Background: an optimization exercise with open tools, aiming at small area and a short achievable clock period. Do not read the settings as production practice. RTL that was checked went through simulation tests only; none was proved equivalent to the original. The RTL of runs 3 to 5 was laid out without a check of its function. Power and IR drop assume default switching activity.

==> flow/design.v, too long to show whole: its modules and the start of the top module <==
// module fp_less: 32 lines
// module fp_add_ks: 34 lines
// module fp_booth_enc: 15 lines
// module fp_mul_csa: 912 lines
// module pipelined_fpu: 225 lines
module pipelined_fpu (
    input  wire logic                      clk,
    input  wire logic                      reset,
    input  wire logic                      start,
    input  wire logic [1:0]                op,         
    input  wire logic [31:0]               a,
    input  wire logic [31:0]               b,
    output logic                           done,
    output logic [31:0]                    result
);
  // ...
==> flow/flow/run.sh <==
#!/bin/bash
# The standard layout (the standard.sh, unchanged synthesis), except that
# the port buffers are plain buf_1 cells, which the flow's repair steps may
# resize, instead of the delay cell buffer_ports picks by default.
export BUFFER_PORTS_ARGS="-buffer_cell sky130_fd_sc_hd__buf_1"
bash standard.sh > standard.log 2>&1
==> flow/standard.sh <==
#!/bin/bash
# synth_recipe.tcl (not shown) runs the flow's synth.tcl, then flattens the netlist and writes it again
# the make line also repeats each setting of config.mk as NAME=value (left out here)
make -C /OpenROAD-flow-scripts/flow DESIGN_CONFIG=/design/flow/config.mk WORK_HOME=/design/flow/orfs CLKGATE_MAP_FILE= SYNTH_SCRIPT=/design/flow/synth_recipe.tcl "${@:-finish}"
==> flow/config.mk <==
export PLATFORM = sky130hd
export DESIGN_NAME = pipelined_fpu
export DESIGN_NICKNAME = pipelined_fpu
export VERILOG_FILES = /design/flow/design.v
export SDC_FILE = /design/flow/constraint.sdc
export NUM_CORES = 4
export LEC_CHECK = 0
export ABC_AREA = 1
export CAP_MARGIN = 20
export CORE_MARGIN = 2
export CORE_UTILIZATION = 40
export SETUP_SLACK_MARGIN = 5
export SLEW_MARGIN = 20
==> flow/constraint.sdc <==
create_clock -name core_clock -period 10.0 [get_ports {clk}]
set_input_delay 2.0000 -clock core_clock [delete_from_list [all_inputs] [get_ports {clk}]]
set_output_delay 2.0000 -clock core_clock [all_outputs]
set_load 0.01 [all_outputs]
==> results.txt, run 1 <==
* clock buffer count from CTS: 27
* pin count of the biggest net entering global routing: 51
* placed cells: 4,444
* start point of the critical path: f1[11]
* dominant cells by area after synthesis: fa_1 (19%), dfxtp_1 (17%), xor2_1 (10%)
* number of DRC markers in iteration 0: 2,487
* Port-buffer cells: 101
* remaining number of nets flagged by the antenna check after routing: 0
* post-layout instance count excluding filler cells: 4,517
* met1 Track Usage GR: 38.55%
* post-detail-place hpwl: 72.13 mm
* routed len/inst: 21.60 um
* quantity of hold-fixing buffers added after cts: 0
* global route total overflow: 0
* largest registers in the final layout: f1 x35, pc2 x34, ps2 x34
* Clock Pin Slew Worst Setup and Hold Paths: 0.06 ns
* final-report max-slew violation count: 0
* RSZ-0062 raised after global routing: yes
* starting density of the core: 40.57%
* ClkCell Share: 3.312%
* simple logic cell fraction of the synthesized area: 14.67%
* Min-Delay Path Class: reg -> reg
* share of post-route cells with drive strength above 1: 5.379%
* number of buffers and inverters on the critical path: 5
* Met1 Wirelength: 42.36 mm
* Final #Nets: 4,134
* Top reg by flops: f1
* number of clock buffer instances in the layout: 34
* combinational fraction of design power: 73.2%
* result of the run: finished clean
* Post CTS Setup Buffer Count: 1
* post-synthesis net count: 4,142
* gate count of the mapped netlist: 3,633
* clock network power share: 11.0%
* max-capacitance violation count: 0
* area share of xor/xnor cells in the synthesized design: 11.08%
* fillcell total: 6,919
* final hold vios: 0
==> inputs of run 2 (changes only) <==
--- a/flow/config.mk
+++ b/flow/config.mk
@@ -9,5 +9,7 @@
 export CAP_MARGIN = 20
 export CORE_MARGIN = 2
 export CORE_UTILIZATION = 40
+export CTS_CLUSTER_DIAMETER = 110
+export CTS_CLUSTER_SIZE = 24
 export SETUP_SLACK_MARGIN = 5
 export SLEW_MARGIN = 20
==> run 2 against run 1 <==
  * Still clean
  * Register-to-register slack about the same
  * Clock power shrank 35%
  * Critical path depth did not move
  * Largest power group unchanged
  * Non-clock buffer count did not move
  * Via count down 0.52%
==> results.txt, run 2 <==
* startpoint class of the critical path: flop, unchanged
* most frequent standard cell in the layout excluding fill and tap cells: nand2_1, unchanged
* Largest register FFs: 35, unchanged
* cell area after layout: 29,110 um2, was 29,580 um2
* top-area cell type share of the netlist area: 19.11%, unchanged
* synthesis-to-finish area growth: 6.452%, was 8.196%
* CTS HTree Levels: 1, unchanged
* unique cell type count in the Yosys netlist: 66, unchanged
* Clock Sinks: 230, unchanged
* Final WS setup: 5.294 ns, was 5.291 ns
* total die area: 70,460 um2, unchanged
* combinational family with the most area after synthesis: adder cells, unchanged
* via count normalized by instance count: 5.691, was 5.688
* final-report max-slew violation count: 0, unchanged
* Final #Nets: 4,122, was 4,134
* area share of xor/xnor cells in the synthesized design: 11.08%, unchanged
* antenna violations before repair: 0, unchanged
* Residual DRC: 0, unchanged
* cell area after placement: 28,330 um2, unchanged
* Min-Delay Path Class: reg -> reg, unchanged
* post-synthesis cell type with the largest combined area: fa_1, unchanged
* count of final setup violators: 0, unchanged
* slowest stage cell on the critical path: dfxtp_2, unchanged
* synthesized-area fraction occupied by ao, oa, aoi and oai cells: 19.54%, unchanged
* final worst-path cycle share: 47.06%, was 47.09%
* clock insertion delay at the later pin of the skew report: 0.55 ns, was 0.60 ns
* maximum count of clock buffers along a single path: 3, unchanged
* detailed-route via count: 25.56k, was 25.69k
* Routability Congestion: 0.9732, unchanged
* post-layout minimum cycle time: 4.706 ns, was 4.709 ns
* max-capacitance violation count: 0, unchanged
* Top reg by flops: f1, unchanged
* pin count of the biggest net entering global routing: 51, unchanged
* post-detail-place hpwl: 72.13 mm, unchanged
* share of post-route cells with drive strength above 1: 4.726%, was 5.379%
* EDFF count, synth: 0, unchanged
* sum of routed wire length over all layers: 97.15 mm, was 97.56 mm
* starting density of the core: 40.57%, unchanged
* vias in the first global route: 24.56k, was 24.71k
* dominant cells by area after synthesis: fa_1 (19%), dfxtp_1 (17%), xor2_1 (10%), unchanged
* clock buffer count from CTS: 15, was 27
* multiplexer area fraction after synthesis: 0.1830%, unchanged
* top_reg_cell synth: dfxtp_1, unchanged
* area of the core: 67,400 um2, unchanged
* static leakage: 13.19 nW, was 13.42 nW
* combined global-route utilization of all metal layers: 27.00%, was 27.09%
* final hold vios: 0, unchanged
* FF/Latch Area: 4618 um2, unchanged
* footprint of the multi-input gates: 19,930 um2, about the same
* post-synthesis cell area: 27,340 um2, unchanged
* horizontal extent of the die: 265.5 um, unchanged
* share of synthesized registers carrying an async set or reset: 0%, unchanged
* Clock Tree Root: clkbuf_16, unchanged
* number of DRC markers in iteration 0: 2,349, was 2,487
* arrival time reported for the critical path endpoint: 5.16 ns, was 5.22 ns
* type of destination of the critical path: flop, unchanged
* achievable frequency: 212.5 MHz, was 212.4 MHz
* Clock Pin Slew Worst Setup and Hold Paths: 0.11 ns, was 0.06 ns
* post-synthesis net count: 4,142, unchanged
* max_slew headroom: 27.12%, was 24.99%
* first-pass GRT wire length: 148.0 mm, was 148.8 mm
* routed len/inst: 21.63 um, was 21.60 um
* height of the die: 265.5 um, unchanged
* most used cells in the layout excluding fill and tap cells: nand2_1 (498), inv_1 (477), xor2_1 (315), unchanged
* Port-buffer cells: 101, unchanged
* total iterations of the first detailed-routing run: 6, was 7
* top cells by instance count after synthesis: nand2_1 (499), inv_1 (486), xor2_1 (315), unchanged
* largest clock skew in the final design: 0.02507 ns, was 0.02433 ns
* delay contributed by the slowest stage of the critical path: 0.48 ns, was 0.47 ns
* Placement Setup Slack: 4.605 ns, unchanged
* data required time at the worst endpoint: 10.46 ns, was 10.51 ns
* Setup Crit Path Kind: reg -> reg, unchanged
* slew at the pin closest to its max-slew limit: 1.092 ns, was 1.124 ns
* Antenna Diode Count: 0, unchanged
* most common cell in the synthesized netlist: nand2_1, unchanged
* total I/O pin count: 102, unchanged
* total power density per cell area: 328.5 nW/um2, was 336.1 nW/um2
* gate count of the mapped netlist: 3,633, unchanged
* fillcell total: 6,942, was 6,919
* largest registers in the final layout: f1 x35, pc2 x34, ps2 x34, unchanged
* maximum ir drop on the vdd rail: 0.1504 mV, was 0.1614 mV
* clock tree from TritonCTS: yes, unchanged
* Yosys reg bits: 230, unchanged
* register area share after synthesis: 16.84%, unchanged
* remaining number of nets flagged by the antenna check after routing: 0, unchanged
* simple logic cell fraction of the synthesized area: 14.67%, unchanged
* global route total overflow: 0, unchanged
* result of the run: finished clean, unchanged
* RSZ-0062 raised after global routing: yes, unchanged
* dominant cell type by count on the critical path: nand2_1, unchanged
* synth warn: 11, unchanged
* sum of negative setup slack: 0 ns, unchanged
* Post-Synth Adder-Cell Area: 27.30%, unchanged
* Std-Cell Rows: 95, unchanged
* worst-path maximum fanout: 24, unchanged
* syn_area_per_cell: 7.526 um2, unchanged
run 2: repair_timing:
| action | CTS | global route |
|---|---|---|
| setup buffers | 2 | 14 |
| pin swaps | 0 | 1 |
| endpoints found under the setup margin | 2 | 45 |
| gates resized for setup | 4 | 45 |
| gates cloned | 2 | 6 |
| hold buffers | 0 | 0 |
run 2: layout make-up:
type	count	area share [%]
clock inverter	7	0.4342
clock buffer	15	1.290
multi-input combinational	2661	68.46
timing repair buffer	166	3.043
inverter	531	7.007
timing repair inverter	8	0.1462
tap	873	3.753
sequential	230	15.87
run 2: final timing paths:
| check | from | end | slack (ns) | cells after the start |
|---|---|---|---|---|
| min | e1[0] | e2[0] | 0.33 | 0 |
| max reg2reg | f1[11] | x2[25] | 5.29 | 30 |
| min reg2reg | e1[0] | e2[0] | 0.33 | 0 |
| max | f1[11] | x2[25] | 5.29 | 30 |
run 2: power by group:
group / switching (mW) / internal [mW] / total (mW)
clock: 0.370 / 0.340 / 0.710
combinational: 4.54 / 2.75 / 7.29
sequential: 0.258 / 1.31 / 1.57
total: 5.17 / 4.39 / 9.56
run 2: layer usage:
metal	global-route usage [%]	wire length (um)	part of all wire, %	up-vias
met5	0	0	0	-
met4	10.44	4335	4.5	0
met3	3.435	9181	9.5	281
met2	41.35	41570	43	1418
met1	38.62	42060	43	11880
li1	-	-	-	11980
run 2: cell families (layout without fill, tap and decap cells):
family | after synthesis | count (layout)
multiplexers | 5 | 5
buffers and inverters | 742 | 727
AND/OR/NAND/NOR | 959 | 959
AO/OA/AOI/OAI | 911 | 911
adder cells (fa/ha/maj) | 440 | 440
flip-flops | 230 | 230
XOR/XNOR | 346 | 346
run 2: per-stage QoR:
stage	power [mW]	std cells	util, %	hold slack, ns
2_1_floorplan	6.610	3633	-	0.3096
3_3_place_gp	8.671	4444	42.03	0.3150
3_5_place_dp	8.779	4444	42.03	0.3121
4_1_cts	9.523	4470	42.83	0.3323
5_1_grt	10.72	4491	43.19	0.3563
6_report	9.562	4491	43.19	0.3329
run 2: critical path, delay by kind of cell (launching register included):
| kind | cells | cell delay [ns] |
|---|---|---|
| xor+xnor | 1 | 0.12 |
| fa+ha+maj | 1 | 0.40 |
| buf+inv | 5 | 0.50 |
| simple gates | 14 | 1.19 |
| compound gates | 9 | 1.90 |
| flops | 1 | 0.48 |
==> module pipelined_fpu, before the edit <==
module pipelined_fpu (
    input  wire logic                      clk,
    input  wire logic                      reset,
    input  wire logic                      start,
    input  wire logic [1:0]                op,         
    input  wire logic [31:0]               a,
    input  wire logic [31:0]               b,
    output logic                           done,
    output logic [31:0]                    result
);
    logic        sa, sb, sbe, sub0;
    logic [7:0]  ea, eb;
    logic [22:0] fa, fb, fa0, fb0;
    logic        az, bz, aff, bff, anan, bnan, ainf, binf;
    logic        is_mul;
    logic        swapf, elt, ge, sela;
    logic [7:0]  dab, dba, d0;
    logic [8:0]  e0;
    logic [22:0] big0;
    logic [23:0] small0;
    logic [34:0] f0;
    logic [10:0] neg0;
    logic [11:0] one0, two0;
    logic        spff0, spzero0, q0, nanp0, spsign0;
    fp_less #(.W(31)) u_cmp (.x(a[30:0]), .y(b[30:0]), .lt(swapf));   
    fp_less #(.W(8), .L(3)) u_ecmp (.x(a[30:23]), .y(b[30:23]), .lt(elt));
    fp_booth_enc u_enc (.y(fb0), .neg(neg0), .one(one0), .two(two0));
    always_comb begin
        sa  = a[31];
        sb  = b[31];
        ea  = a[30:23];
        eb  = b[30:23];
        fa  = a[22:0];
        fb  = b[22:0];
        az  = (ea == 8'd0);
        bz  = (eb == 8'd0);
        aff = (ea == 8'hff);
        bff = (eb == 8'hff);
        anan = aff & (fa != 23'd0);
        bnan = bff & (fb != 23'd0);
        ainf = aff & (fa == 23'd0);
        binf = bff & (fb == 23'd0);
        is_mul = (op == 2'd2);
        sbe    = sb ^ (op == 2'd1);
        sub0   = sa ^ sbe;
        fa0    = az ? 23'd0 : fa;                    
        fb0    = bz ? 23'd0 : fb;
        dab  = ea - eb;
        dba  = eb - ea;
        ge   = ~elt;
        d0   = ge ? dab : dba;
        e0   = is_mul ? ({1'b0, ea} + {1'b0, eb}) : {1'b0, ge ? ea : eb};
        sela   = anan | (~bnan & (is_mul | ~swapf));
        big0   = sela ? fa0 : fb0;
        small0 = sela ? {~bz, fb0} : {~az, fa0};
        f0     = is_mul ? {neg0, one0, two0} : {11'd0, small0};
        spff0   = 1'b0;
        spzero0 = 1'b0;
        q0      = 1'b0;
        nanp0   = 1'b0;
        spsign0 = 1'b0;
        if (op == 2'd3) begin
            spzero0 = 1'b1;
        end else if (anan) begin
            spff0 = 1'b1; spsign0 = sa; q0 = 1'b1; nanp0 = 1'b1;
        end else if (bnan) begin
            spff0 = 1'b1; spsign0 = sb; q0 = 1'b1; nanp0 = 1'b1;
        end else if (is_mul) begin
            if ((az & binf) | (ainf & bz)) begin
                spff0 = 1'b1; spsign0 = 1'b1; q0 = 1'b1;
            end else if (ainf | binf) begin
                spff0 = 1'b1; spsign0 = sa ^ sb;
            end else if (az | bz) begin
                spzero0 = 1'b1; spsign0 = sa ^ sb;
            end
        end else begin
            if (ainf & binf) begin
                spff0 = 1'b1;
                if (sub0) begin
                    spsign0 = 1'b1; q0 = 1'b1;
                end else begin
                    spsign0 = sa;
                end
            end else if (ainf) begin
                spff0 = 1'b1; spsign0 = sa;
            end else if (binf) begin
                spff0 = 1'b1; spsign0 = sbe;
            end else if (az & bz) begin
                spzero0 = 1'b1; spsign0 = sa & sbe;
            end
        end
    end
    logic        v1, mul1, sub1, spff1, spzero1, q1, nanp1, spsign1, sa1, sbe1, swapf1;
    logic [22:0] big1;
    logic [34:0] f1;
    logic [7:0]  d1;
    logic [8:0]  e1;
    always_ff @(posedge clk) begin
        if (reset) v1 <= 1'b0;
        else       v1 <= start;
    end
    always_ff @(posedge clk) begin
        mul1    <= is_mul;
        sub1    <= sub0;
        spff1   <= spff0;
        spzero1 <= spzero0;
        q1      <= q0;
        nanp1   <= nanp0;
        spsign1 <= spsign0;
        sa1     <= sa;
        sbe1    <= sbe;
        swapf1  <= swapf;
        big1    <= big0;
        f1      <= f0;
        d1      <= d0;
        e1      <= e0;
    end
    logic [47:14] ps, pc;
    logic         pcin;
    logic         sign1;
    logic [9:0]   e1x;
    fp_mul_csa u_mul (.x(big1), .neg(f1[34:24]), .one(f1[23:12]), .two(f1[11:0]),
                      .ps(ps), .pc(pc), .pcin(pcin));
    logic [23:0] smallf;
    logic [24:0] bwin, awin;
    logic [22:0] smask;
    logic        sticky;
    logic [24:0] addsum;
    logic        addco;
    logic [25:0] x1;
    fp_add_ks #(.W(25)) u_add (.x(awin), .y(bwin ^ {25{sub1}}), .cin(sub1 & ~sticky),
                               .sum(addsum), .cout(addco));
    always_comb begin
        if (spff1 | spzero1)
            sign1 = spsign1;
        else if (mul1)
            sign1 = sa1 ^ sbe1;
        else
            sign1 = swapf1 ? sbe1 : sa1;
        e1x = mul1 ? ({1'b0, e1} - 10'd126) : {2'b00, e1[7:0]};
        smallf = f1[23:0];
        awin   = {1'b1, big1, 1'b0};
        bwin   = (d1 >= 8'd25) ? 25'd0 : ({smallf, 1'b0} >> d1[4:0]);
        for (int i = 0; i < 23; i++)
            smask[i] = (d1 >= 8'(i + 2));
        if (d1 > 8'd24)
            sticky = smallf[23] & (d1 <= 8'd47);
        else
            sticky = |(smallf[22:0] & smask[22:0]);
        x1     = {addco & ~sub1, addsum};
        if (spff1)
            x1 = {4'd0, big1[21:0] & {22{nanp1}}};
    end
    logic        v2, mul2, sign2, spff2, spzero2, q2;
    logic [9:0]  e2;
    logic [47:14] ps2, pc2;
    logic        pcin2;
    logic [25:0] x2;
    always_ff @(posedge clk) begin
        if (reset) v2 <= 1'b0;
        else       v2 <= v1;
    end
    always_ff @(posedge clk) begin
        mul2    <= mul1;
        sign2   <= sign1;
        spff2   <= spff1;
        spzero2 <= spzero1;
        q2      <= q1;
        e2      <= e1x;
        ps2     <= ps;
        pc2     <= pc;
        pcin2   <= pcin;
        x2      <= x1;
    end
    logic [34:0] prod;
    logic        phi;
    logic [22:0] mfrac, afrac, frac;
    logic [7:0]  mexp, aexp, fexp;
    logic        movf, munf, aovf, aunf, ovf, unf;
    logic [4:0]  lz;
    logic [25:0] xn;
    logic        azero;
    logic [31:0] packed_value;
    always_comb begin
        prod  = {ps2, 1'b1} + {pc2, pcin2};
        phi   = prod[34];
        mfrac = phi ? prod[33:11] : prod[32:10];
        mexp  = phi ? e2[7:0] : (e2[7:0] - 8'd1);
        movf  = phi ? ($signed(e2) >= 10'sd255) : ($signed(e2) >= 10'sd256);
        munf  = phi ? ($signed(e2) <= 10'sd0) : ($signed(e2) <= 10'sd1);
        lz = 5'd0;
        for (int i = 0; i < 26; i++)
            if (x2[i]) lz = 5'(25 - i);
        xn    = x2 << lz;
        afrac = xn[24:2];
        aexp  = e2[7:0] + 8'd1 - {3'd0, lz};
        aovf  = x2[25] & (e2[7:0] == 8'd254);
        aunf  = (e2[7:5] == 3'd0) & (lz > e2[4:0]);
        azero = (x2 == 26'd0);
        frac = mul2 ? mfrac : afrac;
        fexp = mul2 ? mexp : aexp;
        ovf  = mul2 ? movf : aovf;
        unf  = mul2 ? munf : aunf;
        if (spff2)
            packed_value = {sign2, 8'hff, q2, x2[21:0]};
        else if (spzero2 | (~mul2 & azero))
            packed_value = {sign2 & spzero2, 31'd0};
        else if (ovf)
            packed_value = {sign2, 8'hff, 23'd0};
        else if (unf)
            packed_value = {sign2, 31'd0};
        else
            packed_value = {sign2, fexp, frac};
    end
    always_ff @(posedge clk) begin
        if (reset) begin
            done   <= 1'b0;
            result <= '0;
        end else begin
            done <= v2;
            if (v2)
                result <= packed_value;
        end
    end
endmodule
==> inputs of run 3 (changes only) <==
--- a/flow/design.v
+++ b/flow/design.v
@@ -1014,7 +1014,7 @@
     logic [22:0] fa, fb, fa0, fb0;
     logic        az, bz, aff, bff, anan, bnan, ainf, binf;
     logic        is_mul;
-    logic        swapf, elt, ge, sela;
+    logic        swapf, ge, sela;
     logic [7:0]  dab, dba, d0;
     logic [8:0]  e0;
     logic [22:0] big0;
@@ -1024,7 +1024,6 @@
     logic [11:0] one0, two0;
     logic        spff0, spzero0, q0, nanp0, spsign0;
     fp_less #(.W(31)) u_cmp (.x(a[30:0]), .y(b[30:0]), .lt(swapf));   
-    fp_less #(.W(8), .L(3)) u_ecmp (.x(a[30:23]), .y(b[30:23]), .lt(elt));
     fp_booth_enc u_enc (.y(fb0), .neg(neg0), .one(one0), .two(two0));
     always_comb begin
         sa  = a[31];
@@ -1048,7 +1047,7 @@
         fb0    = bz ? 23'd0 : fb;
         dab  = ea - eb;
         dba  = eb - ea;
-        ge   = ~elt;
+        ge   = ~swapf;                               
         d0   = ge ? dab : dba;
         e0   = is_mul ? ({1'b0, ea} + {1'b0, eb}) : {1'b0, ge ? ea : eb};
         sela   = anan | (~bnan & (is_mul | ~swapf));
==> run 3 against run 2 <==
  * Still clean on timing, DRC and antenna
  * Sequential power hardly changed
  * Clock skew increased by 0.010 ns
  * Sequential cell count did not move
  * Critical endpoint unchanged
  * Highest routed layer is now met5
==> results.txt, run 3 <==
* Clock Pin Slew Worst Setup and Hold Paths: 0.09 ns, was 0.11 ns
* clock insertion delay at the later pin of the skew report: 0.55 ns, about the same
* number of DRC markers in iteration 0: 2,424, was 2,349
* EDFF count, synth: 0, unchanged
* post-layout minimum cycle time: 4.776 ns, was 4.706 ns
* static leakage: 13.10 nW, was 13.19 nW
* switching share of total power: 54.29%, was 54.06%
* Final WS setup: 5.224 ns, was 5.294 ns
* Residual DRC: 0, unchanged
* cell area after layout: 29,090 um2, was 29,110 um2
* type of destination of the critical path: flop, unchanged
* slowest stage cell on the critical path: dfxtp_1, was dfxtp_2
* syn_area_per_cell: 7.530 um2, was 7.526 um2
* achievable frequency: 209.4 MHz, was 212.5 MHz
* maximum ir drop on the vdd rail: 0.1446 mV, was 0.1504 mV
* routed len/inst: 21.84 um, was 21.63 um
* Yosys reg bits: 230, unchanged
* Largest register FFs: 35, unchanged
* most common cell in the synthesized netlist: nand2_1, unchanged
* largest clock skew in the final design: 0.03555 ns, was 0.02507 ns
* Placement Setup Slack: 3.856 ns, was 4.605 ns
* final hold vios: 0, unchanged
* total die area: 70,400 um2, was 70,460 um2
* total I/O pin count: 102, unchanged
* placed cells: 4,433, was 4,444
* cell area after placement: 28,280 um2, was 28,330 um2
* Antenna Diode Count: 0, unchanged
* unique cell type count in the Yosys netlist: 60, was 66
* data required time at the worst endpoint: 10.46 ns, about the same
* Clock Sinks: 230, unchanged
* clock tree from TritonCTS: yes, unchanged
* worst-path maximum fanout: 5, was 24
* arrival time reported for the critical path endpoint: 5.23 ns, was 5.16 ns
* share of synthesized registers carrying an async set or reset: 0%, unchanged
* detailed-route via count: 25.75k, was 25.56k
* Std-Cell Rows: 95, unchanged
* dominant cells by area after synthesis: fa_1 (19%), dfxtp_1 (17%), xor2_1 (10%), unchanged
* height of the die: 265.3 um, was 265.5 um
* max-capacitance violation count: 0, unchanged
* result of the run: finished clean, unchanged
* Top reg by flops: f1, unchanged
* post-detail-place hpwl: 71.56 mm, was 72.13 mm
* Clock Tree Root: clkbuf_16, unchanged
* clock network power share: 6.8%, was 7.4%
* global route total overflow: 0, unchanged
* slew at the pin closest to its max-slew limit: 1.057 ns, was 1.092 ns
* gate count of the mapped netlist: 3,628, was 3,633
* combined global-route utilization of all metal layers: 27.31%, was 27.00%
* register share of total power: 16.6%, was 16.4%
* Routability Congestion: 0.9938, was 0.9732
* top_reg_cell synth: dfxtp_1, unchanged
* most frequent standard cell in the layout excluding fill and tap cells: nand2_1, unchanged
* Final #Nets: 4,119, was 4,122
* final-layout worst hold slack: 0.3440 ns, was 0.3329 ns
* count of final setup violators: 0, unchanged
* combinational fraction of design power: 76.7%, was 76.2%
* sum of routed wire length over all layers: 97.97 mm, was 97.15 mm
* share of post-route cells with drive strength above 1: 5.314%, was 4.726%
* RSZ-0062 raised after global routing: yes, unchanged
* CTS HTree Levels: 1, unchanged
* area of the core: 67,400 um2, unchanged
* top-area cell type share of the netlist area: 19.13%, was 19.11%
* top cells by instance count after synthesis: nand2_1 (498), inv_1 (478), xor2_1 (316), was nand2_1 (499), inv_1 (486), xor2_1 (315)
* pin count of the biggest net entering global routing: 51, unchanged
* starting density of the core: 40.53%, was 40.57%
* post-synthesis net count: 4,137, was 4,142
* vias in the first global route: 25.13k, was 24.56k
* maximum count of clock buffers along a single path: 3, unchanged
* dominant cell type by count on the critical path: nand2_1, unchanged
* max_slew headroom: 29.48%, was 27.12%
* largest registers in the final layout: f1 x35, pc2 x34, ps2 x34, unchanged
* total power density per cell area: 329.1 nW/um2, was 328.5 nW/um2
* clock buffer count from CTS: 15, unchanged
* total iterations of the first detailed-routing run: 5, was 6
* most used cells in the layout excluding fill and tap cells: nand2_1 (497), inv_1 (461), xor2_1 (316), was nand2_1 (498), inv_1 (477), xor2_1 (315)
* net switching power: 5.198 mW, was 5.169 mW
* synthesis-to-finish area growth: 6.504%, was 6.452%
* Port-buffer cells: 101, unchanged
* post-layout instance count excluding filler cells: 4,486, was 4,491
* Pint: 4.376 mW, was 4.393 mW
* first-pass GRT wire length: 150.2 mm, was 148.0 mm
* Min-Delay Path Class: reg -> reg, unchanged
* post-synthesis cell type with the largest combined area: fa_1, unchanged
* horizontal extent of the die: 265.3 um, was 265.5 um
* final-report max-slew violation count: 0, unchanged
* register area share after synthesis: 16.86%, was 16.84%
* sum of negative setup slack: 0 ns, unchanged
* via count normalized by instance count: 5.740, was 5.691
* delay contributed by the slowest stage of the critical path: 0.71 ns, was 0.48 ns
* final worst-path cycle share: 47.76%, was 47.06%
* Setup Crit Path Kind: reg -> reg, unchanged
* remaining number of nets flagged by the antenna check after routing: 0, unchanged
* synth warn: 8, was 11
* startpoint class of the critical path: flop, unchanged
* antenna violations before repair: 1, was 0
* post-synthesis cell area: 27,320 um2, was 27,340 um2
[run 3: cell count changes after synthesis, sizes merged, moves of 4 or more]
cell / change
nor2: -26
o21ai: +14
o211ai: +7
o22ai: +7
o32ai: -7
nand3: -6
a21oi: +5
nand4: +5
o21a: +5
or2: +5
and2: -4
inv: -4
o221ai: -4
[run 3: metrics by stage]
stage / util [%] / power, mW
2_1_floorplan: - / 6.634
3_3_place_gp: 41.95 / 8.722
3_5_place_dp: 41.95 / 8.837
4_1_cts: 42.90 / 9.532
5_1_grt: 43.17 / 10.74
6_report: 43.17 / 9.575
[run 3: cells by family (layout without fill, tap and decap cells)]
family	after synthesis	after routing	synth area share (%)
flip-flops	230	230	16.86
buffers and inverters	737	722	10.27
multiplexers	6	6	0.2199
adder cells (fa/ha/maj)	440	440	27.33
AND/OR/NAND/NOR	933	933	14.36
XOR/XNOR	346	346	11.09
AO/OA/AOI/OAI	936	936	19.88
[run 3: path summary, 6_finish.rpt]
kind	startpoint	to	slack [ns]	depth (start not counted)
setup / recovery	f1[5]	x2[25]	5.22	31
hold / removal	e1[0]	e2[0]	0.34	0
setup reg to reg	f1[5]	x2[25]	5.22	31
hold reg to reg	e1[0]	e2[0]	0.34	0
[run 3: timing repair]
action	in CTS	in global routing
hold buffers	0	0
gates cloned	8	4
pin swaps	0	3
setup endpoints to repair	36	60
gates resized for setup	21	32
endpoints found under the hold margin	0	0
buffers inserted	10	11
[run 3: final cells by class]
type | instances | area [um2]
repair inverters | 12 | 62.56
flip-flops and latches | 230 | 4623
fillers | 6953 | 38300
clock buffers | 15 | 375.4
repair buffers | 164 | 865.8
multi-input cells | 2661 | 19960
well taps | 873 | 1092
inverters | 526 | 2044
clock inverters | 5 | 73.82
[run 3: routing by layer]
layer  vias to the layer above  share of wire [%]  track usage (%)
met1                     12100                 43            37.57
met2                      1341                 43            42.37
met3                       306                9.2            4.157
met4                         2                5.1            12.19
met5                         -             0.0092                0
li1                      12000                  -                -
[run 3: power groups by stage]
| stage | Clock, mW | Sequential [mW] | Combinational, mW |
|---|---|---|---|
| final | 0.648 | 1.59 | 7.34 |
| after global routing | 0.699 | 1.60 | 8.44 |
| after CTS | 0.675 | 1.57 | 7.29 |
| after detailed placement | 0 | 1.58 | 7.26 |
| after global placement | 0 | 1.58 | 7.14 |
| after floorplan | 0 | 1.44 | 5.19 |
[run 3: worst max-delay path, delay by kind of cell (launching register included)]
kind                     cells  cell delay (ns)
buffers and inverters        4             0.39
XOR/XNOR                     1             0.17
AND/OR/NAND/NOR             13             1.05
AO/OA/AOI/OAI               12             2.04
flip-flops                   1             0.71
adder cells (fa/ha/maj)      1             0.33
==> module fp_add_ks, before the edit <==
module fp_add_ks #(parameter int W = 26, parameter int L = 5) (
    input  wire logic [W-1:0] x,
    input  wire logic [W-1:0] y,
    input  wire logic         cin,
    output logic [W-1:0]      sum,
    output logic              cout
);
    logic [W:0] g [0:L];
    logic [W:0] p [0:L];
    logic [W-1:0] hp;
    always_comb begin
        g[0][0] = cin;
        p[0][0] = 1'b0;
        for (int i = 0; i < W; i++) begin
            g[0][i+1] = x[i] & y[i];
            p[0][i+1] = x[i] ^ y[i];
            hp[i]     = x[i] ^ y[i];
        end
        for (int l = 1; l <= L; l++) begin
            for (int i = 0; i <= W; i++) begin
                if (i >= (1 << (l - 1))) begin
                    g[l][i] = g[l-1][i] | (p[l-1][i] & g[l-1][i - (1 << (l - 1))]);
                    p[l][i] = p[l-1][i] & p[l-1][i - (1 << (l - 1))];
                end else begin
                    g[l][i] = g[l-1][i];
                    p[l][i] = p[l-1][i];
                end
            end
        end
        for (int i = 0; i < W; i++)
            sum[i] = hp[i] ^ g[L][i];
        cout = g[L][W];
    end
endmodule
==> inputs of run 4 (changes only) <==
--- a/flow/design.v
+++ b/flow/design.v
@@ -47,7 +47,7 @@
         p[0][0] = 1'b0;
         for (int i = 0; i < W; i++) begin
             g[0][i+1] = x[i] & y[i];
-            p[0][i+1] = x[i] ^ y[i];
+            p[0][i+1] = x[i] | y[i];
             hp[i]     = x[i] ^ y[i];
         end
         for (int l = 1; l <= L; l++) begin
@@ -1014,16 +1014,17 @@
     logic [22:0] fa, fb, fa0, fb0;
     logic        az, bz, aff, bff, anan, bnan, ainf, binf;
     logic        is_mul;
-    logic        swapf, ge, sela;
+    logic        swapf, elt, ge, sela, rev0;
     logic [7:0]  dab, dba, d0;
     logic [8:0]  e0;
     logic [22:0] big0;
-    logic [23:0] small0;
+    logic [21:0] pay0;
     logic [34:0] f0;
     logic [10:0] neg0;
     logic [11:0] one0, two0;
-    logic        spff0, spzero0, q0, nanp0, spsign0;
+    logic        spff0, spzero0, q0, spsign0;
     fp_less #(.W(31)) u_cmp (.x(a[30:0]), .y(b[30:0]), .lt(swapf));   
+    fp_less #(.W(8), .L(3)) u_ecmp (.x(a[30:23]), .y(b[30:23]), .lt(elt));
     fp_booth_enc u_enc (.y(fb0), .neg(neg0), .one(one0), .two(two0));
     always_comb begin
         sa  = a[31];
@@ -1047,24 +1048,20 @@
         fb0    = bz ? 23'd0 : fb;
         dab  = ea - eb;
         dba  = eb - ea;
-        ge   = ~swapf;                               
+        ge   = ~elt;
         d0   = ge ? dab : dba;
         e0   = is_mul ? ({1'b0, ea} + {1'b0, eb}) : {1'b0, ge ? ea : eb};
-        sela   = anan | (~bnan & (is_mul | ~swapf));
-        big0   = sela ? fa0 : fb0;
-        small0 = sela ? {~bz, fb0} : {~az, fa0};
-        f0     = is_mul ? {neg0, one0, two0} : {11'd0, small0};
+        rev0 = swapf & ge & sub0;
         spff0   = 1'b0;
         spzero0 = 1'b0;
         q0      = 1'b0;
-        nanp0   = 1'b0;
         spsign0 = 1'b0;
         if (op == 2'd3) begin
             spzero0 = 1'b1;
         end else if (anan) begin
-            spff0 = 1'b1; spsign0 = sa; q0 = 1'b1; nanp0 = 1'b1;
+            spff0 = 1'b1; spsign0 = sa; q0 = 1'b1;
         end else if (bnan) begin
-            spff0 = 1'b1; spsign0 = sb; q0 = 1'b1; nanp0 = 1'b1;
+            spff0 = 1'b1; spsign0 = sb; q0 = 1'b1;
         end else if (is_mul) begin
             if ((az & binf) | (ainf & bz)) begin
                 spff0 = 1'b1; spsign0 = 1'b1; q0 = 1'b1;
@@ -1089,8 +1086,13 @@
                 spzero0 = 1'b1; spsign0 = sa & sbe;
             end
         end
+        sela   = is_mul | ge;
+        big0   = sela ? fa0 : fb0;
+        pay0   = anan ? fa[21:0] : bnan ? fb[21:0] : 22'd0;
+        f0     = spff0 ? {13'd0, pay0} : is_mul ? {neg0, one0, two0}
+                                     : {11'd0, ge ? {~bz, fb0} : {~az, fa0}};
     end
-    logic        v1, mul1, sub1, spff1, spzero1, q1, nanp1, spsign1, sa1, sbe1, swapf1;
+    logic        v1, mul1, sub1, spff1, spzero1, q1, spsign1, sa1, sbe1, swapf1, rev1;
     logic [22:0] big1;
     logic [34:0] f1;
     logic [7:0]  d1;
@@ -1105,11 +1107,11 @@
         spff1   <= spff0;
         spzero1 <= spzero0;
         q1      <= q0;
-        nanp1   <= nanp0;
         spsign1 <= spsign0;
         sa1     <= sa;
         sbe1    <= sbe;
         swapf1  <= swapf;
+        rev1    <= rev0;
         big1    <= big0;
         f1      <= f0;
         d1      <= d0;
@@ -1123,12 +1125,12 @@
                       .ps(ps), .pc(pc), .pcin(pcin));
     logic [23:0] smallf;
     logic [24:0] bwin, awin;
-    logic [22:0] smask;
+    logic [23:0] smask;
     logic        sticky;
     logic [24:0] addsum;
     logic        addco;
     logic [25:0] x1;
-    fp_add_ks #(.W(25)) u_add (.x(awin), .y(bwin ^ {25{sub1}}), .cin(sub1 & ~sticky),
+    fp_add_ks #(.W(25)) u_add (.x(awin), .y(bwin ^ {25{sub1}}), .cin(sub1 & ~sticky & ~rev1),
                                .sum(addsum), .cout(addco));
     always_comb begin
         if (spff1 | spzero1)
@@ -1141,15 +1143,10 @@
         smallf = f1[23:0];
         awin   = {1'b1, big1, 1'b0};
         bwin   = (d1 >= 8'd25) ? 25'd0 : ({smallf, 1'b0} >> d1[4:0]);
-        for (int i = 0; i < 23; i++)
-            smask[i] = (d1 >= 8'(i + 2));
-        if (d1 > 8'd24)
-            sticky = smallf[23] & (d1 <= 8'd47);
-        else
-            sticky = |(smallf[22:0] & smask[22:0]);
-        x1     = {addco & ~sub1, addsum};
-        if (spff1)
-            x1 = {4'd0, big1[21:0] & {22{nanp1}}};
+        for (int i = 0; i < 24; i++)
+            smask[i] = (d1 >= 8'(i + 2)) && (d1 <= 8'(i + 24));
+        sticky = |(smallf & smask);
+        x1     = {addco & ~sub1, addsum ^ {25{rev1}}};
     end
     logic        v2, mul2, sign2, spff2, spzero2, q2;
     logic [9:0]  e2;
@@ -1168,7 +1165,7 @@
         q2      <= q1;
         e2      <= e1x;
         ps2     <= ps;
-        pc2     <= pc;
+        pc2     <= spff1 ? {12'd0, f1[21:0]} : pc;      
         pcin2   <= pcin;
         x2      <= x1;
     end
@@ -1178,7 +1175,7 @@
     logic [7:0]  mexp, aexp, fexp;
     logic        movf, munf, aovf, aunf, ovf, unf;
     logic [4:0]  lz;
-    logic [25:0] xn;
+    logic [25:0] xn, t16, t8, t4, t2, umask;
     logic        azero;
     logic [31:0] packed_value;
     always_comb begin
@@ -1202,7 +1199,7 @@
         ovf  = mul2 ? movf : aovf;
         unf  = mul2 ? munf : aunf;
         if (spff2)
-            packed_value = {sign2, 8'hff, q2, x2[21:0]};
+            packed_value = {sign2, 8'hff, q2, pc2[35:14]};
         else if (spzero2 | (~mul2 & azero))
             packed_value = {sign2 & spzero2, 31'd0};
         else if (ovf)
--- a/flow/config.mk
+++ b/flow/config.mk
@@ -9,7 +9,5 @@
 export CAP_MARGIN = 20
 export CORE_MARGIN = 2
 export CORE_UTILIZATION = 40
-export CTS_CLUSTER_DIAMETER = 110
-export CTS_CLUSTER_SIZE = 24
 export SETUP_SLACK_MARGIN = 5
 export SLEW_MARGIN = 20
==> run 4 against run 3 <==
  * Global-route usage up 1.0 points
  * Register-to-register slack better by 0.16 ns
  * Via count up 6.3%
  * Core utilization up 0.31 points
  * Hold slack worse by 0.016 ns
  * Non-clock buffer count down 5
  * Critical path depth down 20
  * Sequential share of layout area down 0.96 points
  * Clock-buffer cell count up 17
  * Design area up 6.6%
==> results.txt, run 4 <==
* post-synthesis cell type with the largest combined area: fa_1, unchanged
* share of post-route cells with drive strength above 1: 6.527%, was 5.314%
* worst-path maximum fanout: 22, was 5
* top_reg_cell synth: dfxtp_1, unchanged
* Std-Cell Rows: 98, was 95
* series of cell instances along the critical path: buf_1 -> or4_1 -> nor4_1 -> nand3_1 -> nand2_1 -> nand2_1 -> inv_1 -> a21oi_2 -> inv_1 -> o21ai_0 -> a31oi_1
* Pint: 5.028 mW, was 4.376 mW
* top-area cell type share of the netlist area: 18.15%, was 19.13%
* Clock Pin Slew Worst Setup and Hold Paths: 0.07 ns, was 0.09 ns
* largest registers in the final layout: f1 x35, pc2 x34, ps2 x34, unchanged
* slowest stage cell on the critical path: or4_1, was dfxtp_1
* clock network power share: 9.7%, was 6.8%
* synth warn: 11, was 8
* vias in the first global route: 26.21k, was 25.13k
* Final #Nets: 4,327, was 4,119
* clock insertion delay at the later pin of the skew report: 0.62 ns, was 0.55 ns
* combinational fraction of design power: 75.6%, was 76.7%
* largest clock skew in the final design: 0.04339 ns, was 0.03555 ns
* Placement Setup Slack: 4.702 ns, was 3.856 ns
* dominant cells by area after synthesis: fa_1 (18%), dfxtp_1 (16%), xor2_1 (10%), was fa_1 (19%), dfxtp_1 (17%), xor2_1 (10%)
* remaining number of nets flagged by the antenna check after routing: 0, unchanged
* detailed-route via count: 27.37k, was 25.75k
* Min-Delay Path Class: reg -> reg, unchanged
* gate count of the mapped netlist: 3,828, was 3,628
* register area share after synthesis: 15.99%, was 16.86%
* startpoint class of the critical path: input port, was flop
* Final WS setup: 5.276 ns, was 5.224 ns
* most common cell in the synthesized netlist: inv_1, was nand2_1
* total iterations of the first detailed-routing run: 6, was 5
* clock tree from TritonCTS: yes, unchanged
* height of the die: 272.3 um, was 265.3 um
* Residual DRC: 0, unchanged
* result of the run: finished clean, unchanged
* maximum count of clock buffers along a single path: 3, unchanged
* final-layout worst hold slack: 0.3283 ns, was 0.3440 ns
* Top reg by flops: f1, unchanged
* final worst-path cycle share: 47.24%, was 47.76%
* sum of routed wire length over all layers: 107.5 mm, was 97.97 mm
* achievable frequency: 211.7 MHz, was 209.4 MHz
* most used cells in the layout excluding fill and tap cells: nand2_1 (515), inv_1 (512), xor2_1 (344), was nand2_1 (497), inv_1 (461), xor2_1 (316)
* syn_area_per_cell: 7.522 um2, was 7.530 um2
* RSZ-0062 raised after global routing: no, was yes
* starting density of the core: 40.35%, was 40.53%
* Port-buffer cells: 101, unchanged
* Routability Congestion: 0.9638, was 0.9938
* total power density per cell area: 355.3 nW/um2, was 329.1 nW/um2
* Clock Tree Root: clkbuf_16, unchanged
* Tot Pwr: 11.02 mW, was 9.575 mW
* combined global-route utilization of all metal layers: 28.33%, was 27.31%
* unique cell type count in the Yosys netlist: 68, was 60
* maximum ir drop on the vdd rail: 0.2372 mV, was 0.1446 mV
* count of final setup violators: 0, unchanged
* type of destination of the critical path: flop, unchanged
* CTS HTree Levels: 1, unchanged
* slew at the pin closest to its max-slew limit: 1.027 ns, was 1.057 ns
* static leakage: 14.77 nW, was 13.10 nW
* post-synthesis net count: 4,360, was 4,137
* number of DRC markers in iteration 0: 2,767, was 2,424
* Clock Sinks: 230, unchanged
* pin count of the biggest net entering global routing: 50, was 51
* horizontal extent of the die: 272.3 um, was 265.3 um
* via count normalized by instance count: 5.742, was 5.740
* net switching power: 5.995 mW, was 5.198 mW
* routed len/inst: 22.56 um, was 21.84 um
* most frequent standard cell in the layout excluding fill and tap cells: nand2_1, unchanged
* top cells by instance count after synthesis: inv_1 (517), nand2_1 (516), xor2_1 (344), was nand2_1 (498), inv_1 (478), xor2_1 (316)
* max-capacitance violation count: 0, unchanged
* Final Util: 43.47%, was 43.17%
* Largest register FFs: 35, unchanged
* fillcell total: 7,394, was 6,953
* total I/O pin count: 102, unchanged
* antenna violations before repair: 1, unchanged
* first-pass GRT wire length: 162.6 mm, was 150.2 mm
* share of synthesized registers carrying an async set or reset: 0%, unchanged
* final hold vios: 0, unchanged
* total die area: 74,150 um2, was 70,400 um2
* delay contributed by the slowest stage of the critical path: 0.54 ns, was 0.71 ns
* cell area after layout: 31,020 um2, was 29,090 um2
* post-detail-place hpwl: 78.97 mm, was 71.56 mm
* arrival time reported for the critical path endpoint: 5.16 ns, was 5.23 ns
* post-layout minimum cycle time: 4.724 ns, was 4.776 ns
* register share of total power: 14.7%, was 16.6%
* cell area after placement: 29,790 um2, was 28,280 um2
* placed cells: 4,700, was 4,433
* switching share of total power: 54.39%, was 54.29%
* EDFF count, synth: 0, unchanged
* post-synthesis cell area: 28,800 um2, was 27,320 um2
* final-report max-slew violation count: 0, unchanged
* max_slew headroom: 31.51%, was 29.48%
* post-layout instance count excluding filler cells: 4,766, was 4,486
* sum of negative setup slack: 0 ns, unchanged
* area of the core: 71,360 um2, was 67,400 um2
* global route total overflow: 0, unchanged
* synthesis-to-finish area growth: 7.743%, was 6.504%
* data required time at the worst endpoint: 10.44 ns, was 10.46 ns
* Setup Crit Path Kind: in -> reg, was reg -> reg
* clock buffer count from CTS: 28, was 15
* Yosys reg bits: 230, unchanged
* quantity of hold-fixing buffers added after cts: 0, unchanged
==> run 4: cells by family after synthesis <==
family / synth area share [%]
xor+xnor: 11.77
fa+ha+maj: 26.92
simple gates: 14.79
mux: 0.1738
flops: 15.99
buf+inv: 10.68
compound gates: 19.67
==> run 4: routing by layer <==
layer  track usage (%)  vias to the layer above  share of wire (%)  wire [um]
li1                  -                    12640                  -          -
met3             5.228                      259                9.5      10250
met4             10.19                        2                4.0       4255
met1             39.46                    12950                 43      46110
met2             43.70                     1518                 44      46910
met5                 0                        -              0.012         13
==> run 4: worst max-delay path, delay by kind of cell <==
kind / cells / cell delay (ns)
buf+inv: 3 / 0.77
simple gates: 5 / 1.67
compound gates: 3 / 0.72
==> run 4: path summary, 6_finish.rpt <==
path	cells past startpoint	slack [ns]	start	to
worst max-delay path	11	5.28	b[12]	f1[23]
worst min-delay path	0	0.33	e1[0]	e2[0]
worst max register to register	32	5.38	f1[0]	x2[23]
worst min register to register	0	0.33	e1[0]	e2[0]
==> run 4: timing repair <==
item | 4_1_cts | 5_1_grt
pin swaps | 1 | 1
cloned | 1 | 3
buffers inserted | 2 | 8
setup endpoints to repair | 4 | 5
gates resized for setup | 5 | 53
==> run 4: layout make-up <==
cell class	count	area, um2	share of cell area, %
Sequential cell	230	4631	14.93
Timing Repair Buffer	159	847.1	2.730
Inverter	571	2201	7.094
Multi-Input combinational cell	2801	21170	68.24
Antenna cell	1	2.502	0.008066
Tap cell	950	1189	3.831
Clock buffer	32	755.7	2.436
Timing Repair inverter	4	20.02	0.06453
Clock inverter	18	209.0	0.6735
==> run 4: power by group through the flow <==
stage | clock [mW] | sequential [mW] | combinational [mW]
floorplan | 0 | 1.45 | 5.72
global placement | 0 | 1.63 | 8.07
detailed placement | 0 | 1.63 | 8.14
CTS | 1.09 | 1.61 | 8.18
global route | 1.12 | 1.64 | 9.36
finish | 1.07 | 1.62 | 8.33
==> inputs of run 5 (changes only) <==
--- a/flow/design.v
+++ b/flow/design.v
@@ -1185,14 +1185,22 @@
         mexp  = phi ? e2[7:0] : (e2[7:0] - 8'd1);
         movf  = phi ? ($signed(e2) >= 10'sd255) : ($signed(e2) >= 10'sd256);
         munf  = phi ? ($signed(e2) <= 10'sd0) : ($signed(e2) <= 10'sd1);
-        lz = 5'd0;
-        for (int i = 0; i < 26; i++)
-            if (x2[i]) lz = 5'(25 - i);
-        xn    = x2 << lz;
+        lz[4] = ~|x2[25:10];
+        t16   = lz[4] ? {x2[9:0], 16'd0} : x2;
+        lz[3] = ~|t16[25:18];
+        t8    = lz[3] ? {t16[17:0], 8'd0} : t16;
+        lz[2] = ~|t8[25:22];
+        t4    = lz[2] ? {t8[21:0], 4'd0} : t8;
+        lz[1] = ~|t4[25:24];
+        t2    = lz[1] ? {t4[23:0], 2'd0} : t4;
+        lz[0] = ~t2[25];
+        xn    = lz[0] ? {t2[24:0], 1'b0} : t2;
         afrac = xn[24:2];
         aexp  = e2[7:0] + 8'd1 - {3'd0, lz};
         aovf  = x2[25] & (e2[7:0] == 8'd254);
-        aunf  = (e2[7:5] == 3'd0) & (lz > e2[4:0]);
+        for (int i = 0; i < 26; i++)
+            umask[i] = ({2'b00, e2[7:0]} >= 10'(25 - i));
+        aunf  = ~|(x2 & umask);
         azero = (x2 == 26'd0);
         frac = mul2 ? mfrac : afrac;
         fexp = mul2 ? mexp : aexp;
==> run 5 against run 4 <==
  * Critical path depth is 22 higher
  * Clock-buffer cell count increased by 7
  * Sequential cell count stayed put
  * Hold slack gained 0.081 ns
  * Combinational power increased by 2.6%
  * Fmax decreased by 0.46%
  * Area after synthesis is 2.2% higher
  * Clock skew decreased by 0.029 ns
  * Critical endpoint is now result[30]
  * Highest routed layer unchanged
  * Routed wire length up 4.3%
  * Worst setup slack worse by 0.022 ns
  * Sequential power about the same
  * Synthesized cell count up 5.7%
==> results.txt, run 5 <==
* result of the run: finished clean, unchanged
* gate count of the mapped netlist: 4,045, was 3,828
* Final WS setup: 5.254 ns, was 5.276 ns
* starting density of the core: 40.40%, was 40.35%
* sum of routed wire length over all layers: 112.1 mm, was 107.5 mm
* Yosys reg bits: 230, unchanged
* share of synthesized registers carrying an async set or reset: 0%, unchanged
* routed len/inst: 22.50 um, was 22.56 um
* number of buffers and inverters on the critical path: 2, was 3
* worst-path maximum fanout: 27, was 22
* slew at the pin closest to its max-slew limit: 1.027 ns, about the same
* synthesis-to-finish area growth: 7.166%, was 7.743%
* slowest stage cell on the critical path: fa_1, was or4_1
* type of destination of the critical path: flop, unchanged
* final worst-path cycle share: 47.46%, was 47.24%
* register area share after synthesis: 15.65%, was 15.99%
* syn_area_per_cell: 7.274 um2, was 7.522 um2
* total power density per cell area: 353.6 nW/um2, was 355.3 nW/um2
* Min-Delay Path Class: reg -> reg, unchanged
* total iterations of the first detailed-routing run: 6, unchanged
* FF/Latch Area: 4614 um2, was 4631 um2
* largest clock skew in the final design: 0.01483 ns, was 0.04339 ns
* synth warn: 11, unchanged
* antenna violations before repair: 0, was 1
* height of the die: 275.2 um, was 272.3 um
* detailed-route via count: 28.50k, was 27.37k
* clock insertion delay at the later pin of the skew report: 0.58 ns, was 0.62 ns
* total die area: 75,740 um2, was 74,150 um2
* cell area after layout: 31,530 um2, was 31,020 um2
* largest registers in the final layout: f1 x35, pc2 x34, ps2 x34, unchanged
* gate family responsible for the most delay along the worst path: simple AND/OR/NAND/NOR gates, unchanged
* post-synthesis net count: 4,571, was 4,360
* Std-Cell Rows: 99, was 98
* Placement Setup Slack: 4.447 ns, was 4.702 ns
* maximum ir drop on the vdd rail: 0.2310 mV, was 0.2372 mV
* top-area cell type share of the netlist area: 17.69%, was 18.15%
* top_reg_cell synth: dfxtp_1, unchanged
* delay contributed by the slowest stage of the critical path: 0.39 ns, was 0.54 ns
* sum of negative setup slack: 0 ns, unchanged
* final hold vios: 0, unchanged
* max-capacitance violation count: 0, unchanged
* Top reg by flops: f1, unchanged
* count of final setup violators: 0, unchanged
* most common cell in the synthesized netlist: nand2_1, was inv_1
* Residual DRC: 0, unchanged
* dominant cells by area after synthesis: fa_1 (18%), dfxtp_1 (16%), xor2_1 (10%), unchanged
* data required time at the worst endpoint: 10.51 ns, was 10.44 ns
* most used cells in the layout excluding fill and tap cells: nand2_1 (576), inv_1 (562), xor2_1 (341), was nand2_1 (515), inv_1 (512), xor2_1 (344)
* unique cell type count in the Yosys netlist: 58, was 68
* top cells by instance count after synthesis: nand2_1 (582), inv_1 (566), xor2_1 (341), was inv_1 (517), nand2_1 (516), xor2_1 (344)
* first-pass GRT wire length: 168.9 mm, was 162.6 mm
* Final #Nets: 4,532, was 4,327
* startpoint class of the critical path: flop, was input port
* maximum count of clock buffers along a single path: 3, unchanged
* footprint of the multi-input gates: 21,610 um2, was 21,170 um2
* final-report max-slew violation count: 0, unchanged
* share of post-route cells with drive strength above 1: 4.896%, was 6.527%
* EDFF count, synth: 0, unchanged
* clock tree from TritonCTS: yes, unchanged
* post-synthesis cell area: 29,420 um2, was 28,800 um2
* fillcell total: 7,584, was 7,394
* achievable frequency: 210.7 MHz, was 211.7 MHz
* Routability Congestion: 0.9807, was 0.9638
* area of the core: 72,830 um2, was 71,360 um2
* most frequent standard cell in the layout excluding fill and tap cells: nand2_1, unchanged
* via count normalized by instance count: 5.718, was 5.742
* horizontal extent of the die: 275.2 um, was 272.3 um
* remaining number of nets flagged by the antenna check after routing: 0, unchanged
* pin count of the biggest net entering global routing: 59, was 50
* RSZ-0062 raised after global routing: yes, was no
* post-detail-place hpwl: 82.97 mm, was 78.97 mm
* post-synthesis cell type with the largest combined area: fa_1, unchanged
* global route total overflow: 0, unchanged
* post-layout minimum cycle time: 4.746 ns, was 4.724 ns
* number of DRC markers in iteration 0: 3,186, was 2,767
* combined global-route utilization of all metal layers: 29.05%, was 28.33%
* arrival time reported for the critical path endpoint: 5.25 ns, was 5.16 ns
* static leakage: 15.21 nW, was 14.77 nW
* max_slew headroom: 31.42%, was 31.51%
* cell area after placement: 30,490 um2, was 29,790 um2
* vias in the first global route: 27.77k, was 26.21k
* dominant cell type by count on the critical path: nand2_1
* total I/O pin count: 102, unchanged
* Clock Sinks: 230, unchanged
* CTS HTree Levels: 1, unchanged
* Port-buffer cells: 101, unchanged
* Setup Crit Path Kind: reg -> reg, was in -> reg
* clock buffer count from CTS: 27, was 28
* Largest register FFs: 35, unchanged
* Clock Tree Root: clkbuf_16, unchanged
* Clock Pin Slew Worst Setup and Hold Paths: 0.06 ns, was 0.07 ns
run 5: timing repair:
item                       in CTS  in global routing
gates cloned                    1                  1
buffers inserted                0                  5
setup endpoints to repair       7                 36
hold buffers                    0                  0
resized for setup               9                 23
run 5: worst register-to-register path: cells and delay by family (launching register included):
| kind | cells | cell delay (ns) |
|---|---|---|
| XOR/XNOR | 1 | 0.16 |
| AND/OR/NAND/NOR | 24 | 2.81 |
| AO/OA/AOI/OAI | 3 | 0.30 |
| adder cells (fa/ha/maj) | 3 | 0.85 |
| buffers and inverters | 2 | 0.15 |
| flip-flops | 1 | 0.38 |
run 5: cells by family after synthesis:
kind of cell	Yosys count	share of synthesized area [%]
compound gates	982	19.29
flops	230	15.65
xor+xnor	382	11.37
fa+ha+maj	457	26.07
simple gates	1145	16.38
mux	5	0.1744
buf+inv	844	11.07
run 5: cell type report:
class                           count  share of cell area [%]
Antenna cell                        1                0.007937
Clock buffer                       39                   2.603
Clock inverter                      8                  0.2659
Inverter                          608                   7.321
Multi-Input combinational cell   2971                   68.54
Sequential cell                   230                   14.63
Tap cell                          959                   3.806
Timing Repair Buffer              166                   2.790
Timing Repair inverter              2                 0.03175
run 5: path summary, 6_finish.rpt:
check	startpoint	slack (ns)	depth (start not counted)	to
hold reg to reg	v1	0.41	2	v2
hold / removal	v1	0.41	2	v2
setup reg to reg	x2[13]	5.25	33	result[30]
setup / recovery	x2[13]	5.25	33	result[30]
run 5: per-stage QoR:
step	hold slack [ns]	utilization, %	power (mW)	instances
2_1_floorplan	0.3096	-	7.274	4045
3_3_place_gp	0.4021	41.86	9.834	4929
3_5_place_dp	0.3988	41.86	9.873	4929
4_1_cts	0.4133	43.14	10.93	4977
5_1_grt	0.4430	43.29	12.31	4983
6_report	0.4096	43.29	11.15	4984
run 5: routing by layer:
metal	part of all wire, %	routed length [um]	GRT usage, %
met5	0.081	91	0.8772
met4	4.7	5235	11.62
met3	9.3	10480	5.602
met2	43	47960	44.96
met1	43	48370	39.76
run 5: power by group:
part           internal [mW]  leakage (nW)  total, mW  switching, mW
Sequential              1.31          1.93       1.60          0.281
Clock                  0.592         0.439       1.01          0.416
Combinational           3.16          12.8       8.55           5.39
Total                   5.07          15.2       11.2           6.08

## re-timing with driven ports
No port has a modelled driver above. Below, the same layouts with a new extraction and two added sets of constraints.
Step 1, drivers: a clkbuf_16 drives clk and a buf_2 each remaining input, both assumed.
Step 2 adds t to the input delays and takes it off the output delays; t is the mean of the earliest and latest rising clock arrival at the registers after step 1. Input paths then give back, and output paths get back, about the clock's delay inside the block.
a / b / c = no drivers / after step 1 / after step 2; a / b = the first two.
run | t (ns) | setup slack, ns | worst register clock-pin slew, ns | worst slew at a driven data input, ns
run 1 | 0.653 | 5.291 / 5.291 / 4.710 | 0.07 / 0.07 | 0.06
run 2 | 0.601 | 5.294 / 5.294 / 4.736 | 0.11 / 0.11 | 0.06
run 3 | 0.591 | 5.224 / 5.224 / 4.841 | 0.10 / 0.10 | 0.05
run 4 | 0.665 | 5.276 / 5.318 / 4.652 | 0.07 / 0.07 | 0.06
run 5 | 0.633 | 5.254 / 5.254 / 4.771 | 0.07 / 0.07 | 0.05
After both steps every run listed still meets setup and hold. The setup slack of run 4, which loses most, moves by +0.042 ns with the drivers and by -0.624 ns with both steps.
